Context: an optimization exercise on an open-source flow, tuned for small area. The choices shown serve that exercise and are no tape-out recipe.
Only simulation tests tie the RTL to the original design; equivalence was not proved.
Power figures rest on the tool's default switching activity, not on a simulated workload.

==> flow/design.v <==
module branch_checkpoint_table #(
    parameter int CP_DEPTH = 4,
    parameter int D_REG    = 64,
    parameter int S_REG    = 16,
    parameter int ROB_LEN  = 32,
    localparam int IDW     = $clog2(CP_DEPTH),
    localparam int CW      = IDW + 1,
    localparam int DW      = $clog2(D_REG),
    localparam int SW      = $clog2(S_REG),
    localparam int RW      = $clog2(ROB_LEN)
) (
    input  logic                  clk,
    input  logic                  rst,
    input  logic                  alloc_valid,
    input  logic [D_REG-1:0]      alloc_r_free_list,
    input  logic [S_REG-1:0]      alloc_s_free_list,
    input  logic [15:0][DW-1:0]   alloc_d_translation,
    input  logic [SW-1:0]         alloc_s_translation,
    input  logic [RW-1:0]         alloc_rob_tail,
    output logic [IDW-1:0]        alloc_id,
    output logic                  full,
    output logic                  empty,
    input  logic                  resolve_valid,
    input  logic [IDW-1:0]        resolve_id,
    input  logic                  resolve_mispredict,
    input  logic                  free_valid,
    input  logic [DW-1:0]         free_reg,
    output logic [D_REG-1:0]      frl_r_cp,
    output logic [S_REG-1:0]      frl_s_cp,
    output logic [15:0][DW-1:0]   tt_d_cp,
    output logic [SW-1:0]         tt_s_cp,
    output logic [RW-1:0]         rob_tail_cp
);
    logic [CP_DEPTH-1:0][D_REG-1:0]     r_free_r;
    logic [CP_DEPTH-1:0][S_REG-1:0]     s_free_r;
    logic [CP_DEPTH-1:0][15:0][DW-1:0]  tt_d_r;
    logic [CP_DEPTH-1:0][SW-1:0]        tt_s_r;
    logic [CP_DEPTH-1:0][RW-1:0]        rob_tail_r;
    logic [CP_DEPTH-1:0]  valid_r;
    logic [IDW-1:0]       head_r;
    logic [IDW-1:0]       tail_r;
    logic [CW-1:0]        count_r;
    logic                 full_r;
    logic                 empty_r;
    logic                 correct_s;
    logic                 mispredict_s;
    logic                 alloc_s;
    logic [IDW-1:0]       resolve_pos_s;
    logic [CP_DEPTH-1:0]  valid_mid_s;
    logic [IDW-1:0]       tail_mid_s;
    logic [CW-1:0]        count_mid_s;
    logic [CP_DEPTH-1:0]  valid_next_s;
    logic [IDW-1:0]       tail_next_s;
    logic [CW-1:0]        count_alloc_s;
    logic [IDW-1:0]       head_next_s;
    logic [CW-1:0]        count_next_s;
    logic [CP_DEPTH-1:0][D_REG-1:0] r_free_next_s;
    always_comb begin
        correct_s     = resolve_valid && !resolve_mispredict && valid_r[resolve_id];
        mispredict_s  = resolve_valid && resolve_mispredict && valid_r[resolve_id];
        alloc_s       = alloc_valid && !full_r && !(resolve_valid && resolve_mispredict);
        resolve_pos_s = resolve_id - head_r;
        valid_mid_s   = valid_r;
        tail_mid_s    = tail_r;
        count_mid_s   = count_r;
        if (correct_s) begin
            valid_mid_s[resolve_id] = 1'b0;
        end else if (mispredict_s) begin
            for (int i = 0; i < CP_DEPTH; i++) begin
                if ((IDW'(i) - head_r) >= resolve_pos_s) begin
                    valid_mid_s[i] = 1'b0;
                end else begin
                    valid_mid_s[i] = valid_r[i];
                end
            end
            tail_mid_s  = resolve_id;
            count_mid_s = {1'b0, resolve_pos_s};
        end else begin
            valid_mid_s = valid_r;
        end
        valid_next_s  = valid_mid_s;
        tail_next_s   = tail_mid_s;
        count_alloc_s = count_mid_s;
        if (alloc_s) begin
            valid_next_s[tail_r] = 1'b1;
            tail_next_s          = tail_r + IDW'(1);
            count_alloc_s        = count_mid_s + CW'(1);
        end else begin
            tail_next_s          = tail_mid_s;
        end
        if ((count_mid_s != CW'(0)) && !valid_mid_s[head_r]) begin
            head_next_s  = head_r + IDW'(1);
            count_next_s = count_alloc_s - CW'(1);
        end else begin
            head_next_s  = head_r;
            count_next_s = count_alloc_s;
        end
    end
    always_comb begin
        r_free_next_s = r_free_r;
        for (int i = 0; i < CP_DEPTH; i++) begin
            if (alloc_s && (tail_r == IDW'(i))) begin
                r_free_next_s[i] = alloc_r_free_list;
            end else begin
                r_free_next_s[i] = r_free_r[i];
            end
            if (free_valid && (valid_mid_s[i] || (alloc_s && (tail_r == IDW'(i))))) begin
                r_free_next_s[i][free_reg] = 1'b1;
            end else begin
                r_free_next_s[i] = r_free_next_s[i];
            end
        end
    end
    always_ff @(posedge clk or posedge rst) begin
        if (rst) begin
            valid_r <= '0;
            head_r  <= '0;
            tail_r  <= '0;
            count_r <= '0;
            full_r  <= 1'b0;
            empty_r <= 1'b1;
        end else begin
            valid_r <= valid_next_s;
            head_r  <= head_next_s;
            tail_r  <= tail_next_s;
            count_r <= count_next_s;
            full_r  <= (count_next_s == CW'(CP_DEPTH));
            empty_r <= (count_next_s == CW'(0));
        end
    end
    always_ff @(posedge clk or posedge rst) begin
        if (rst) begin
            r_free_r   <= '0;
            s_free_r   <= '0;
            tt_d_r     <= '0;
            tt_s_r     <= '0;
            rob_tail_r <= '0;
        end else begin
            r_free_r <= r_free_next_s;
            if (alloc_s) begin
                s_free_r[tail_r]   <= alloc_s_free_list;
                tt_d_r[tail_r]     <= alloc_d_translation;
                tt_s_r[tail_r]     <= alloc_s_translation;
                rob_tail_r[tail_r] <= alloc_rob_tail;
            end else begin
                s_free_r   <= s_free_r;
                tt_d_r     <= tt_d_r;
                tt_s_r     <= tt_s_r;
                rob_tail_r <= rob_tail_r;
            end
        end
    end
    assign alloc_id    = tail_r;
    assign full        = full_r;
    assign empty       = empty_r;
    assign frl_r_cp    = r_free_r[resolve_id];
    assign frl_s_cp    = s_free_r[resolve_id];
    assign tt_d_cp     = tt_d_r[resolve_id];
    assign tt_s_cp     = tt_s_r[resolve_id];
    assign rob_tail_cp = rob_tail_r[resolve_id];
endmodule
==> flow/run.sh <==
#!/bin/bash
# synth_recipe.tcl (not shown) runs the flow's synth.tcl, then flattens the netlist and writes it again
# the make line also repeats each setting of config.mk as NAME=value (left out here)
make -C /OpenROAD-flow-scripts/flow DESIGN_CONFIG=/design/flow/config.mk WORK_HOME=/design/flow/orfs CLKGATE_MAP_FILE= SYNTH_SCRIPT=/design/flow/synth_recipe.tcl finish
==> flow/config.mk <==
export PLATFORM = sky130hd
export DESIGN_NAME = branch_checkpoint_table
export DESIGN_NICKNAME = branch_checkpoint_table
export VERILOG_FILES = /design/flow/design.v
export SDC_FILE = /design/flow/constraint.sdc
export NUM_CORES = 4
export LEC_CHECK = 0
export CAP_MARGIN = 20
export CORE_MARGIN = 2
export CORE_UTILIZATION = 40
export SLEW_MARGIN = 20
==> flow/constraint.sdc <==
create_clock -name core_clock -period 5.0 [get_ports {clk}]
set_input_delay 1.0000 -clock core_clock [delete_from_list [all_inputs] [get_ports {clk}]]
set_output_delay 1.0000 -clock core_clock [all_outputs]
set_load 0.01 [all_outputs]
==> run summary <==
## sequential cells by signal (all words and copies together) (netlist names)
register / flops
rob_tail_r: 20
tt_d_r: 384
tt_s_r: 16
r_free_r: 256
empty_r: 1
s_free_r: 64
valid_r: 4
head_r: 2
full_r: 1
count_r: 3
tail_r: 2
## layout make-up
cell class / instances / area, um^2
fill: 8245 / 46500
sequential: 753 / 18800
multi-input combinational: 2265 / 16900
timing repair buffer: 485 / 4890
clock buffer: 126 / 2550
tap: 1186 / 1480
clock inverter: 30 / 320
inverter: 42 / 161
antenna: 4 / 10.0
## power by group
| part | switching (mW) | total (mW) | internal, mW |
|---|---|---|---|
| Sequential | 1.44 | 10.1 | 8.70 |
| Clock | 2.70 | 6.45 | 3.75 |
| Combinational | 7.09 | 12.7 | 5.62 |
## cell usage in the layout, fill, tap and decap left out, types with 7 or more instances in the layout
master           instances
a22oi_1                 27
buf_12                  22
buf_4                   76
nor2b_1                  8
a22o_1                 426
nand3_1                 35
a21oi_1                126
nor2_1                 548
nand2b_1                13
mux2i_1                 88
o31ai_1                  9
o21ai_0                112
o21ai_1                 10
o22ai_1                237
clkinvlp_4               8
mux4_2                 186
clkinv_4                 7
inv_1                   40
a211oi_1                18
clkinv_2                 9
clkdlybuf4s50_1        385
ha_1                    19
nand2_1                241
clkbuf_16               89
or2_2                   29
dfrtp_1                751
clkbuf_1                19
clkbuf_8                18
o221ai_1                25
## metrics by stage
step / power, mW / instance area [um^2] / std cells / util [%]
floorplan: 17.7 / 37000 / 3362 / -
global placement: 22.6 / 42200 / 4731 / 46.1
detailed placement: 22.8 / 42300 / 4731 / 46.1
CTS: 29.3 / 45100 / 4887 / 49.2
global route: 30.8 / 45100 / 4889 / 49.2
finish: 29.3 / 45100 / 4891 / 49.2
## worst paths after layout
path / from / endpoint / slack, ps / cells after the start
max: resolve_id[1] / frl_r_cp[43] / 1040 / 4
min: s_free_r[13]$_DFFE_PP0P_ / s_free_r[13]$_DFFE_PP0P_ / 470 / 2
max reg2reg: tail_r[0]$_DFFE_PP0P_ / tt_d_r[219]$_DFFE_PP0P_ / 1080 / 9
min reg2reg: s_free_r[13]$_DFFE_PP0P_ / s_free_r[13]$_DFFE_PP0P_ / 470 / 2
max in group asynchronous: rst / tt_d_r[228]$_DFFE_PP0P_ / 2910 / 3
min in group asynchronous: rst / s_free_r[18]$_DFFE_PP0P_ / 860 / 2
## routing by layer
layer	share of wire (%)	global-route usage, %	vias up
met4	3.5	9.73	22
met1	41	37.5	15518
met2	47	44.5	1499
li1	-	-	13069
met5	0.10	0	-
met3	8.5	6.25	302
## cells by family (layout without fill, tap and decap cells)
group	Yosys count	after routing	synth area share [%]
compound gates	1029	1029	20.2
xor+xnor	8	8	0.190
fa+ha+maj	22	22	0.786
buf+inv	344	683	3.77
flops	753	753	51.0
mux	276	276	13.8
other cells	0	4	0
simple gates	930	930	10.3
## critical path, stage by stage
cell             delay [ps]
buf_8                   370
buf_4                   390
mux4_2                  610
clkdlybuf4s50_1         510
==> key figures <==
Power
  – Pwr dens: 649 nW/um^2
  – Peak VDD IR: 670 uV
  – Lkg Pwr: 19.0 nW

STA
  – Slew of the pin with the lowest slew margin: 1060 ps
  – Fin. max-slew vios: 0
  – Final hold viol count: 0
  – Crit path time final: 3960 ps
  – RSZ-0062 raised after global routing: no
  – Setup violations, final: 0
  – Final period util: 79.2%
  – Max Clk Rate: 252 MHz
  – TNS Setup: 0 ps
  – Worst hold slack: 468 ps
  – Worst setup margin: 1040 ps
  – Max-slew headroom: about 29%
  – Clk_skew: 23.6 ps

Placed design
  – GPL Wtd Cong: 0.843
  – Pre-CTS WS: 860 ps
  – Post-DP HPWL: slightly above 80000 um
  – I/O Buffers: just under 400

Clock tree
  – Num CTS Buffers: 86
  – Post_cts resized: 0
  – H-tree Lvls: 3
  – Clock slew at reported path FFs: 60 ps
  – CTS Root Cell: clkbuf_16
  – CTS Sinks: 753
  – Number of setup buffers added after CTS: 0
  – Clk latency of the worst-skew pair: 660 ps
  – Hold-fix buffers, CTS: 0
  – Clock buffer depth: 3
  – TritonCTS clock tree: built

Critical path
  – WP data arrival: 2960 ps
  – Critical-path maximum fanout: 43
  – Startpoint types: input pin
  – Critical Path RT: 4000 ps
  – Crit path kind: in2out
  – Crit. End Element: output pin

GRT
  – First-pass GRT wire length: 201000 um
  – Grt ovf: 0
  – Largest net degree at the start of global routing: 138
  – Vias in the first global route: 30672
  – Total global-route track usage: roughly 28%
  – Initial antenna violation count: 17

Drt
  – Number of remaining DRC errors: 0
  – TritonRoute pass-1 iters: 7
  – Vias/cell: 6.22
  – Via count of the routed design: 30410
  – Drt wl/cell: between 20 and 30 um
  – DRT iter0 DRCs: 3224
  – Drt total wl: 134000 um
  – DRT antenna net count: 0

Yosys
  – Yosys top cell area share: 50.9%
  – Register area share after synthesis: 51.0%
  – Count leader, synth: dfrtp_1
  – Cells taking the most area after synthesis: dfrtp_1 51%, mux4_2 11%, a22o_1 10%
  – Post-synth top flop: dfrtp_1
  – Biggest area consumer among synthesized cells: dfrtp_1
  – Gate Count Post-Synth: 3362
  – Syn_nets: 3583
  – Mean post-synth cell area: 11.0 um^2
  – Yosys cell types: 66
  – Most frequent cells after synthesis: 752 x dfrtp_1, 551 x nor2_1, 426 x a22o_1
  – Post-synth EDFFs: 0
  – Yosys warnings: 1
  – Ys async rst share: 100%
  – Register bit total from synthesis: 753
  – Post-synthesis cell area: 37000 um^2

Layout
  – # nets final: 3854
  – Layout cells sized above 1: 13.5%
  – Synth-to-layout area growth: 22.1%

Die
  – Core Area: roughly 92000 um^2
  – Die height: 308 um
  – Die Width: 308 um
  – FP Rows: between 100 and 150
  – Initial core utilization: 40.3%
  – Die area: ~95000 um^2
  – Num ports: 388

Min path
  – Hold WC Path Type: reg2reg

Job
  – Max_cap viols: 0

Run status
  – Status: no timing/DRC/antenna violations

-- what the ideal ports hide --
The flow's constraints put no driver on any port. The routed layout listed below was extracted and timed again, unchanged, in two steps. Step 1 (the two cells are an assumption about what drives the block):
set clk [get_ports {clk}]
set_driving_cell -lib_cell sky130_fd_sc_hd__clkbuf_16 $clk
set_driving_cell -lib_cell sky130_fd_sc_hd__buf_2 [delete_from_list [all_inputs] $clk]
Step 2 also shifts input and output timing later by t, the mid clock arrival at the registers, as if the neighbouring blocks saw the same clock. a / b / c = no drivers / after step 1 / after step 2; a / b = the first two.
t, ns: 0.710
setup WS [ns]: 1.038 / 0.990 / 0.813
hold WS [ns]: 0.468 / 0.468 / 0.468
After both steps this run still meets setup and hold. For this run, drivers alone change the setup slack by -0.048 ns; drivers and shift together by -0.225 ns.
